From an optimization exercise on the open Yosys and OpenROAD flow, aimed at small area; shortcuts taken in it are not production practice.
In this exercise RTL edits were held to simulation tests only and were not proved equivalent to the original.
No activity file was given, so power comes from the tool's default toggle rates. The flow treats the clock pin as an ideal source, which a real chip does not have.

==> job 8721: inputs <==
==> flow/design.v (excerpt) <==
module rbcpRegTop (
  input  wire logic                 CLK,
  input  wire logic                 RST,
  input  wire rbcpRegPkg::rbcpAddrT rbcpAddr_i,
  input  wire logic                 rbcpWe_i,
  input  wire rbcpRegPkg::byteT     rbcpWd_i,
  input  wire logic                 rbcpRe_i,
  output wire rbcpRegPkg::byteT     rbcpRd_o,
  output wire logic                 rbcpAck_o,
  input  wire rbcpRegPkg::byteT     dipSw_i,
  output wire rbcpRegPkg::byteT     led_o
);
clock: 5.0 ns
lec_check: 0
cap_margin: 20
core_margin: 2
core_utilization: 65
gpl_timing_driven: 0
setup_slack_margin: 0.2
slew_margin: 20
synth_hierarchical: 1
standard.sh (not shown) runs the stock make flow with config.mk's settings and CLKGATE_MAP_FILE= SYNTH_SCRIPT=/design/flow/synth_recipe.tcl, a recipe that flattens the netlist after the stock synthesis.
==> flow/flow/run.sh <==
#!/bin/bash
# Layout flow: the standard ORFS flow, with
#  - synthesis mapping only to the smallest drive of each gate (the
#    resizer upsizes later where timing needs it); registers unchanged
#  - port buffers of the smallest buffer
#  - clock tree without dummy loads
# Each step's full output goes to a log file of its own here.
set -uo pipefail
DU_SYN="$(cat flow/dontuse_synth.txt)"
CTS="-sink_clustering_enable -repair_clock_nets -dont_use_dummy_load -sink_clustering_size 30 -sink_clustering_max_diameter 80"
bash standard.sh DONT_USE_CELLS="$DU_SYN" synth > log_synth.txt 2>&1 || exit 1
bash standard.sh BUFFER_PORTS_ARGS="-buffer_cell sky130_fd_sc_hd__buf_1" CTS_ARGS="$CTS" finish > log_layout.txt 2>&1 || exit 1
Other scripts of this flow, unchanged in this note and not shown: flow/flow/dontuse_synth.txt
==> inputs of job 9057, as changes to job 8721 <==
--- a/flow/design.v
+++ b/flow/design.v
@@ -25,16 +25,17 @@
 `default_nettype none
 module rbcpDecode (
   input  wire logic                 RST,
   input  wire rbcpRegPkg::rbcpAddrT rbcpAddr_i,
   input  wire logic                 rbcpWe_i,
   input  wire logic                 rbcpRe_i,
   input  wire rbcpRegPkg::byteT     rbcpWd_i,
   output logic [rbcpRegPkg::regCount-1:0] rdSel_o,   
+  output rbcpRegPkg::byteT          rdId_o,     
   output logic [rbcpRegPkg::regCount-1:0] wrEn_o,    
   output logic [rbcpRegPkg::bankCount/2*rbcpRegPkg::dataWidth-1:0] wrData_o,   
   output logic                      accV_o,     
   output logic                      readV_o     
 );
   logic inRange;
   logic writeV;
   logic [rbcpRegPkg::bankCount-1:0] bankRdN, bankWrN;
@@ -47,38 +48,48 @@
   assign writeV   = inRange && !RST && rbcpWe_i;
   rbcpRegPkg::byteT wdN;
   for (genvar k = 0; k < rbcpRegPkg::dataWidth; k++) begin : g_wdn
     gNandBN wdn_i (.aN(RST), .b(rbcpWd_i[k]), .y(wdN[k]));
   end
   for (genvar k = 0; k < rbcpRegPkg::bankCount/2*rbcpRegPkg::dataWidth; k++) begin : g_wd
     gInv wd_i (.a(wdN[k % rbcpRegPkg::dataWidth]), .y(wrData_o[k]));
   end
-  logic [rbcpRegPkg::regAddrWidth-1:0] aN;
-  logic [3:0] lo, hi, loW, hiW;
-  logic rstN;
-  for (genvar k = 0; k < rbcpRegPkg::regAddrWidth; k++) begin : g_lit
-    gInv n_i (.a(a[k]), .y(aN[k]));
-  end
-  gInv rstn_i (.a(RST), .y(rstN));
-  for (genvar l = 0; l < 4; l++) begin : g_lohi
-    gNor2 lo_i (.a(l[1] ? aN[1] : a[1]), .b(l[0] ? aN[0] : a[0]), .y(lo[l]));
-    gNor2 hi_i (.a(l[1] ? aN[3] : a[3]), .b(l[0] ? aN[2] : a[2]), .y(hi[l]));
-    gOai21 low_i (.a1(l[1] ? aN[1] : a[1]), .a2(l[0] ? aN[0] : a[0]), .b1(rstN), .y(loW[l]));
-    gOai21 hiw_i (.a1(l[1] ? aN[3] : a[3]), .a2(l[0] ? aN[2] : a[2]), .b1(rstN), .y(hiW[l]));
+  logic [rbcpRegPkg::bankCount-1:0] bankRd, bankWr;
+  logic [rbcpRegPkg::bankDepth-1:0] idxHit, idxWr;
+  always_comb begin
+    for (int b = 0; b < rbcpRegPkg::bankCount; b++) begin
+      bankRd[b] = a[rbcpRegPkg::regAddrWidth-1:rbcpRegPkg::idxWidth] == rbcpRegPkg::bankWidth'(b);
+      bankWr[b] = RST || (writeV && a[rbcpRegPkg::regAddrWidth-1:rbcpRegPkg::idxWidth] == rbcpRegPkg::bankWidth'(b));
+    end
+    for (int i = 0; i < rbcpRegPkg::bankDepth; i++) begin
+      idxHit[i] = a[rbcpRegPkg::idxWidth-1:0] == rbcpRegPkg::idxWidth'(i);
+      idxWr[i]  = RST || idxHit[i];
+    end
+  end
+  for (genvar b = 0; b < rbcpRegPkg::bankCount; b++) begin : g_bank
+    gInv rd_i (.a(bankRd[b]), .y(bankRdN[b]));
+    gInv wr_i (.a(bankWr[b]), .y(bankWrN[b]));
   end
   for (genvar i = 0; i < rbcpRegPkg::bankDepth; i++) begin : g_idx
-    gNand2 rd_i (.a(lo[i % 4]),  .b(hi[i / 4]),  .y(idxN[i]));
-    gNand2 wr_i (.a(loW[i % 4]), .b(hiW[i / 4]), .y(idxWrN[i]));
+    gInv rd_i (.a(idxHit[i]), .y(idxN[i]));
+    gInv wr_i (.a(idxWr[i]),  .y(idxWrN[i]));
   end
-  for (genvar b = 0; b < rbcpRegPkg::bankCount; b++) begin : g_bank
-    gNand3 rd_i (.a(b[2] ? a[6] : aN[6]), .b(b[1] ? a[5] : aN[5]), .c(b[0] ? a[4] : aN[4]), .y(bankRdN[b]));
-    logic wrN;
-    gNand4 hit_i (.a(writeV), .b(b[2] ? a[6] : aN[6]), .c(b[1] ? a[5] : aN[5]), .d(b[0] ? a[4] : aN[4]), .y(wrN));
-    gAnd2  wr_i  (.a(wrN), .b(rstN), .y(bankWrN[b]));
+  always_comb begin
+    for (int b = 0; b < rbcpRegPkg::dataWidth; b++) begin
+      rdId_o[b] = 1'b0;
+      for (int j = 0; j < rbcpRegPkg::idRegCount - 1; j++) begin
+        if (rbcpRegPkg::synDate[(rbcpRegPkg::idRegCount-2-j)*rbcpRegPkg::dataWidth + b]) begin
+          rdId_o[b] = rdId_o[b] || rdSel_o[j];
+        end
+      end
+      if (rbcpRegPkg::fpgaVer[b]) begin
+        rdId_o[b] = rdId_o[b] || rdSel_o[rbcpRegPkg::idRegCount-1];
+      end
+    end
   end
   for (genvar j = 0; j < rbcpRegPkg::regCount; j++) begin : g_sel
     gNor2 rd_i (.a(bankRdN[j / rbcpRegPkg::bankDepth]), .b(idxN[j % rbcpRegPkg::bankDepth]), .y(rdSel_o[j]));
     if (j >= int'(rbcpRegPkg::ledAddr)) begin : g_wr
       gNor2 wr_i (.a(bankWrN[j / rbcpRegPkg::bankDepth]), .b(idxWrN[j % rbcpRegPkg::bankDepth]), .y(wrEn_o[j]));
     end else begin : g_ro
       assign wrEn_o[j] = 1'b0;
     end
@@ -110,35 +121,27 @@
 endmodule
 module gAoi22 (input wire logic a1, input wire logic a2, input wire logic b1, input wire logic b2, output logic y);
   assign y = !((a1 && a2) || (b1 && b2));
 endmodule
 module gAoi222 (input wire logic a1, input wire logic a2, input wire logic b1, input wire logic b2,
                 input wire logic c1, input wire logic c2, output logic y);
   assign y = !((a1 && a2) || (b1 && b2) || (c1 && c2));
 endmodule
-module gOai21 (input wire logic a1, input wire logic a2, input wire logic b1, output logic y);
-  assign y = !((a1 || a2) && b1);
-endmodule
-module gNor3B (input wire logic a, input wire logic b, input wire logic cN, output logic y);
-  assign y = !(a || b || !cN);
-endmodule
-module gAnd2 (input wire logic a, input wire logic b, output logic y);
-  assign y = a && b;
-endmodule
 module gAoi21 (input wire logic a1, input wire logic a2, input wire logic b1, output logic y);
   assign y = !((a1 && a2) || b1);
 endmodule
 `default_nettype wire
 `timescale 1ns/100ps
 `default_nettype none
 module regBank (
   input  wire logic                CLK,
   input  wire logic                RST,
   input  wire logic [rbcpRegPkg::regCount-1:0] rdSel_i,
+  input  wire rbcpRegPkg::byteT    rdId_i,
   input  wire logic [rbcpRegPkg::regCount-1:0] wrEn_i,
   input  wire logic [rbcpRegPkg::bankCount/2*rbcpRegPkg::dataWidth-1:0] wrData_i,   
   input  wire rbcpRegPkg::byteT    dipSw_i,
   output rbcpRegPkg::byteT         rdData_o,    
   output rbcpRegPkg::byteT         led_o
 );
   localparam int first = int'(rbcpRegPkg::ledAddr);
   localparam int sw    = int'(rbcpRegPkg::dipSwAddr);
@@ -148,42 +151,25 @@
     always_ff @(posedge CLK) begin
       if (wrEn_i[j]) begin
         regs[j*rbcpRegPkg::dataWidth +: rbcpRegPkg::dataWidth] <= wrData_i[(j/rbcpRegPkg::bankDepth/2)*rbcpRegPkg::dataWidth +: rbcpRegPkg::dataWidth];
       end
     end
   end
   assign regs[sw*rbcpRegPkg::dataWidth +: rbcpRegPkg::dataWidth] = dipSw_i;
   assign regs[sw*rbcpRegPkg::dataWidth-1:0] = '0;    
-  rbcpRegPkg::byteT rdId;
-  always_comb begin
-    for (int b = 0; b < rbcpRegPkg::dataWidth; b++) begin
-      rdId[b] = 1'b0;
-      for (int j = 0; j < rbcpRegPkg::idRegCount - 1; j++) begin
-        if (rbcpRegPkg::synDate[(rbcpRegPkg::idRegCount-2-j)*rbcpRegPkg::dataWidth + b]) begin
-          rdId[b] = rdId[b] || rdSel_i[j];
-        end
-      end
-      if (rbcpRegPkg::fpgaVer[b]) begin
-        rdId[b] = rdId[b] || rdSel_i[rbcpRegPkg::idRegCount-1];
-      end
-    end
-  end
   for (genvar b = 0; b < rbcpRegPkg::dataWidth; b++) begin : g_bit
     logic [rbcpRegPkg::regCount-sw-1:0] d;
     for (genvar j = sw; j < rbcpRegPkg::regCount; j++) begin : g_d
       assign d[j-sw] = regs[j*rbcpRegPkg::dataWidth + b];
     end
-    localparam logic [(rbcpRegPkg::idRegCount-1)*rbcpRegPkg::dataWidth-1:0] bitMask =
-      {(rbcpRegPkg::idRegCount-1){rbcpRegPkg::byteT'(1 << b)}};
-    localparam bit hasId = ((rbcpRegPkg::synDate & bitMask) != '0) || rbcpRegPkg::fpgaVer[b];
-    rdTree #(.HasC(hasId)) tree_i (
+    rdTree #(.HasC(b < 6)) tree_i (
       .sel_i (rdSel_i[rbcpRegPkg::regCount-1:sw]),
       .d_i   (d),
-      .c_i   (rdId[b]),
+      .c_i   (rdId_i[b]),
       .y_o   (rdData_o[b])
     );
   end
   always_ff @(posedge CLK) begin
     ledQ <= regs[first*rbcpRegPkg::dataWidth +: rbcpRegPkg::dataWidth] & {rbcpRegPkg::dataWidth{!RST}};
   end
   assign led_o = ledQ;
 endmodule
@@ -233,31 +219,25 @@
   output logic                     rbcpAck_o
 );
   rbcpRegPkg::byteT rd1, rd2, rd3;
   logic ack1, ack2, ack3;
   logic rdV1, rdV2;      
   logic rstQ;      
   logic keep;      
   assign keep = !RST && !rstQ;
-  logic keepRd;
-  rbcpRegPkg::byteT rd2Kept;
-  gNor3B keep_i (.a(RST), .b(rstQ), .cN(rdV2), .y(keepRd));
-  for (genvar k = 0; k < rbcpRegPkg::dataWidth; k++) begin : g_keep
-    gAnd2 and_i (.a(rd2[k]), .b(keepRd), .y(rd2Kept[k]));
-  end
   always_ff @(posedge CLK) begin
     rstQ <= RST;
     rd1  <= rdData_i;
     ack1 <= accV_i;
     rdV1 <= readV_i;
     rdV2 <= rdV1;
     rd2  <= rd1;
     ack2 <= ack1;
-    rd3  <= rd2Kept;
+    rd3  <= rd2 & {rbcpRegPkg::dataWidth{keep && rdV2}};
     ack3 <= ack2 && keep;
   end
   assign rbcpAck_o = ack3;
   assign rbcpRd_o  = rd3;
 endmodule
 `default_nettype wire
 `timescale 1ns/100ps
 `default_nettype none
@@ -271,33 +251,36 @@
   output wire rbcpRegPkg::byteT     rbcpRd_o,
   output wire logic                 rbcpAck_o,
   input  wire rbcpRegPkg::byteT     dipSw_i,
   output wire rbcpRegPkg::byteT     led_o
 );
   wire logic [rbcpRegPkg::regCount-1:0] rdSel, wrEn;
   wire logic [rbcpRegPkg::bankCount/2*rbcpRegPkg::dataWidth-1:0] wrData;
   wire logic             accV, readV;
+  wire rbcpRegPkg::byteT rdId;
   wire rbcpRegPkg::byteT rdData;
   rbcpDecode decode_i (
     .RST        (RST),
     .rbcpAddr_i (rbcpAddr_i),
     .rbcpWe_i   (rbcpWe_i),
     .rbcpRe_i   (rbcpRe_i),
     .rbcpWd_i   (rbcpWd_i),
     .rdSel_o    (rdSel),
+    .rdId_o     (rdId),
     .wrEn_o     (wrEn),
     .wrData_o   (wrData),
     .accV_o     (accV),
     .readV_o    (readV)
   );
   regBank bank_i (
     .CLK      (CLK),
     .RST      (RST),
     .rdSel_i  (rdSel),
+    .rdId_i   (rdId),
     .wrEn_i   (wrEn),
     .wrData_i (wrData),
     .dipSw_i  (dipSw_i),
     .rdData_o (rdData),
     .led_o    (led_o)
   );
   rbcpResponse response_i (
     .CLK       (CLK),
==> flow/flow/run.sh (replaced) <==
#!/bin/bash
# Layout flow: the standard ORFS flow, with
#  - synthesis mapping only to the smallest drive of each gate (the
#    resizer upsizes later where timing needs it); registers unchanged
#  - port buffers of the smallest buffer
#  - clock tree without dummy loads
# Each step's full output goes to a log file of its own here.
set -uo pipefail
DU_SYN="$(cat flow/dontuse_synth.txt)"
CTS="-sink_clustering_enable -repair_clock_nets -dont_use_dummy_load -sink_clustering_size 28 -sink_clustering_max_diameter 90"
bash standard.sh DONT_USE_CELLS="$DU_SYN" synth > log_synth.txt 2>&1 || exit 1
bash standard.sh BUFFER_PORTS_ARGS="-buffer_cell sky130_fd_sc_hd__buf_1" CTS_ARGS="$CTS" finish > log_layout.txt 2>&1 || exit 1
==> inputs of job 4183, as changes to job 8721 <==
--- a/flow/design.v
+++ b/flow/design.v
@@ -25,16 +25,17 @@
 `default_nettype none
 module rbcpDecode (
   input  wire logic                 RST,
   input  wire rbcpRegPkg::rbcpAddrT rbcpAddr_i,
   input  wire logic                 rbcpWe_i,
   input  wire logic                 rbcpRe_i,
   input  wire rbcpRegPkg::byteT     rbcpWd_i,
   output logic [rbcpRegPkg::regCount-1:0] rdSel_o,   
+  output rbcpRegPkg::byteT          rdId_o,     
   output logic [rbcpRegPkg::regCount-1:0] wrEn_o,    
   output logic [rbcpRegPkg::bankCount/2*rbcpRegPkg::dataWidth-1:0] wrData_o,   
   output logic                      accV_o,     
   output logic                      readV_o     
 );
   logic inRange;
   logic writeV;
   logic [rbcpRegPkg::bankCount-1:0] bankRdN, bankWrN;
@@ -70,16 +71,29 @@
     gNand2 wr_i (.a(loW[i % 4]), .b(hiW[i / 4]), .y(idxWrN[i]));
   end
   for (genvar b = 0; b < rbcpRegPkg::bankCount; b++) begin : g_bank
     gNand3 rd_i (.a(b[2] ? a[6] : aN[6]), .b(b[1] ? a[5] : aN[5]), .c(b[0] ? a[4] : aN[4]), .y(bankRdN[b]));
     logic wrN;
     gNand4 hit_i (.a(writeV), .b(b[2] ? a[6] : aN[6]), .c(b[1] ? a[5] : aN[5]), .d(b[0] ? a[4] : aN[4]), .y(wrN));
     gAnd2  wr_i  (.a(wrN), .b(rstN), .y(bankWrN[b]));
   end
+  always_comb begin
+    for (int b = 0; b < rbcpRegPkg::dataWidth; b++) begin
+      rdId_o[b] = 1'b0;
+      for (int j = 0; j < rbcpRegPkg::idRegCount - 1; j++) begin
+        if (rbcpRegPkg::synDate[(rbcpRegPkg::idRegCount-2-j)*rbcpRegPkg::dataWidth + b]) begin
+          rdId_o[b] = rdId_o[b] || rdSel_o[j];
+        end
+      end
+      if (rbcpRegPkg::fpgaVer[b]) begin
+        rdId_o[b] = rdId_o[b] || rdSel_o[rbcpRegPkg::idRegCount-1];
+      end
+    end
+  end
   for (genvar j = 0; j < rbcpRegPkg::regCount; j++) begin : g_sel
     gNor2 rd_i (.a(bankRdN[j / rbcpRegPkg::bankDepth]), .b(idxN[j % rbcpRegPkg::bankDepth]), .y(rdSel_o[j]));
     if (j >= int'(rbcpRegPkg::ledAddr)) begin : g_wr
       gNor2 wr_i (.a(bankWrN[j / rbcpRegPkg::bankDepth]), .b(idxWrN[j % rbcpRegPkg::bankDepth]), .y(wrEn_o[j]));
     end else begin : g_ro
       assign wrEn_o[j] = 1'b0;
     end
   end
@@ -129,16 +143,17 @@
 endmodule
 `default_nettype wire
 `timescale 1ns/100ps
 `default_nettype none
 module regBank (
   input  wire logic                CLK,
   input  wire logic                RST,
   input  wire logic [rbcpRegPkg::regCount-1:0] rdSel_i,
+  input  wire rbcpRegPkg::byteT    rdId_i,
   input  wire logic [rbcpRegPkg::regCount-1:0] wrEn_i,
   input  wire logic [rbcpRegPkg::bankCount/2*rbcpRegPkg::dataWidth-1:0] wrData_i,   
   input  wire rbcpRegPkg::byteT    dipSw_i,
   output rbcpRegPkg::byteT         rdData_o,    
   output rbcpRegPkg::byteT         led_o
 );
   localparam int first = int'(rbcpRegPkg::ledAddr);
   localparam int sw    = int'(rbcpRegPkg::dipSwAddr);
@@ -148,42 +163,25 @@
     always_ff @(posedge CLK) begin
       if (wrEn_i[j]) begin
         regs[j*rbcpRegPkg::dataWidth +: rbcpRegPkg::dataWidth] <= wrData_i[(j/rbcpRegPkg::bankDepth/2)*rbcpRegPkg::dataWidth +: rbcpRegPkg::dataWidth];
       end
     end
   end
   assign regs[sw*rbcpRegPkg::dataWidth +: rbcpRegPkg::dataWidth] = dipSw_i;
   assign regs[sw*rbcpRegPkg::dataWidth-1:0] = '0;    
-  rbcpRegPkg::byteT rdId;
-  always_comb begin
-    for (int b = 0; b < rbcpRegPkg::dataWidth; b++) begin
-      rdId[b] = 1'b0;
-      for (int j = 0; j < rbcpRegPkg::idRegCount - 1; j++) begin
-        if (rbcpRegPkg::synDate[(rbcpRegPkg::idRegCount-2-j)*rbcpRegPkg::dataWidth + b]) begin
-          rdId[b] = rdId[b] || rdSel_i[j];
-        end
-      end
-      if (rbcpRegPkg::fpgaVer[b]) begin
-        rdId[b] = rdId[b] || rdSel_i[rbcpRegPkg::idRegCount-1];
-      end
-    end
-  end
   for (genvar b = 0; b < rbcpRegPkg::dataWidth; b++) begin : g_bit
     logic [rbcpRegPkg::regCount-sw-1:0] d;
     for (genvar j = sw; j < rbcpRegPkg::regCount; j++) begin : g_d
       assign d[j-sw] = regs[j*rbcpRegPkg::dataWidth + b];
     end
-    localparam logic [(rbcpRegPkg::idRegCount-1)*rbcpRegPkg::dataWidth-1:0] bitMask =
-      {(rbcpRegPkg::idRegCount-1){rbcpRegPkg::byteT'(1 << b)}};
-    localparam bit hasId = ((rbcpRegPkg::synDate & bitMask) != '0) || rbcpRegPkg::fpgaVer[b];
-    rdTree #(.HasC(hasId)) tree_i (
+    rdTree #(.HasC(b < 6)) tree_i (
       .sel_i (rdSel_i[rbcpRegPkg::regCount-1:sw]),
       .d_i   (d),
-      .c_i   (rdId[b]),
+      .c_i   (rdId_i[b]),
       .y_o   (rdData_o[b])
     );
   end
   always_ff @(posedge CLK) begin
     ledQ <= regs[first*rbcpRegPkg::dataWidth +: rbcpRegPkg::dataWidth] & {rbcpRegPkg::dataWidth{!RST}};
   end
   assign led_o = ledQ;
 endmodule
@@ -271,33 +269,36 @@
   output wire rbcpRegPkg::byteT     rbcpRd_o,
   output wire logic                 rbcpAck_o,
   input  wire rbcpRegPkg::byteT     dipSw_i,
   output wire rbcpRegPkg::byteT     led_o
 );
   wire logic [rbcpRegPkg::regCount-1:0] rdSel, wrEn;
   wire logic [rbcpRegPkg::bankCount/2*rbcpRegPkg::dataWidth-1:0] wrData;
   wire logic             accV, readV;
+  wire rbcpRegPkg::byteT rdId;
   wire rbcpRegPkg::byteT rdData;
   rbcpDecode decode_i (
     .RST        (RST),
     .rbcpAddr_i (rbcpAddr_i),
     .rbcpWe_i   (rbcpWe_i),
     .rbcpRe_i   (rbcpRe_i),
     .rbcpWd_i   (rbcpWd_i),
     .rdSel_o    (rdSel),
+    .rdId_o     (rdId),
     .wrEn_o     (wrEn),
     .wrData_o   (wrData),
     .accV_o     (accV),
     .readV_o    (readV)
   );
   regBank bank_i (
     .CLK      (CLK),
     .RST      (RST),
     .rdSel_i  (rdSel),
+    .rdId_i   (rdId),
     .wrEn_i   (wrEn),
     .wrData_i (wrData),
     .dipSw_i  (dipSw_i),
     .rdData_o (rdData),
     .led_o    (led_o)
   );
   rbcpResponse response_i (
     .CLK       (CLK),
==> flow/flow/run.sh (replaced) <==
#!/bin/bash
# Layout flow: the standard ORFS flow, with
#  - synthesis mapping only to the smallest drive of each gate (the
#    resizer upsizes later where timing needs it); registers unchanged
#  - port buffers of the smallest buffer
#  - clock tree without dummy loads
# Each step's full output goes to a log file of its own here.
set -uo pipefail
DU_SYN="$(cat flow/dontuse_synth.txt)"
CTS="-sink_clustering_enable -repair_clock_nets -dont_use_dummy_load -sink_clustering_size 28 -sink_clustering_max_diameter 90"
bash standard.sh DONT_USE_CELLS="$DU_SYN" synth > log_synth.txt 2>&1 || exit 1
bash standard.sh BUFFER_PORTS_ARGS="-buffer_cell sky130_fd_sc_hd__buf_1" CTS_ARGS="$CTS" finish > log_layout.txt 2>&1 || exit 1
==> notes <==
- Via count, lowest first: job 8721, job 4183, job 9057.
- Core utilization: job 9057 < job 4183 < job 8721.
- Between job 4183 and job 8721, the lower clock skew is in job 8721 (gap 14 ps).
- Register-to-register slack, highest first: job 4183, job 9057, job 8721.
- In sequential power, job 4183 and job 8721 hardly differ.
- In design area, job 8721 and job 4183 hardly differ.
- The lowest fmax belongs to job 8721, the highest to job 4183.
- Of job 9057 and job 4183, job 4183 has the higher sequential share of layout area (gap 0.70 points).
- Synthesized cell count, highest first: job 9057, job 4183, job 8721.
- Cell count: job 9057 is higher than job 4183 (about 3.3%).
- In sequential cell count, job 9057 and job 8721 do not differ.

-- what the ideal ports hide --
The results above use ideal ports. As a check the final layouts listed here were re-extracted and re-timed, cells and wires unchanged. Step 1: set_driving_cell puts a clkbuf_16 on CLK and a buf_2 on each other input, an assumption about the parent block. Step 2 times the ports against the registers' clock, not the clock port: input delays grow and output delays shrink by t, the midpoint of the rising clock arrivals with the driver on. Slacks: ideal / step 1 / step 2; pairs: ideal / step 1.
| run | t (ns) | slack for setup (ns) | worst register clock-pin slew, ns | worst data-port slew with drivers (ns) | cell pins on the clock port's net |
|---|---|---|---|---|---|
| job 8721 | 0.659 | 0.498 / 0.491 / -0.169 | 0.11 / 0.11 | 0.10 | 1 |
| job 9057 | 0.653 | 0.627 / 0.619 / -0.035 | 0.11 / 0.11 | 0.10 | 1 |
| job 4183 | 0.663 | 0.962 / 0.910 / 0.246 | 0.11 / 0.11 | 0.12 | 1 |
With both steps, setup timing fails in job 8721 and job 9057, where it was met with ideal ports. For job 4183, which loses most, drivers alone change the setup slack by -0.052 ns; drivers and shift together by -0.716 ns.
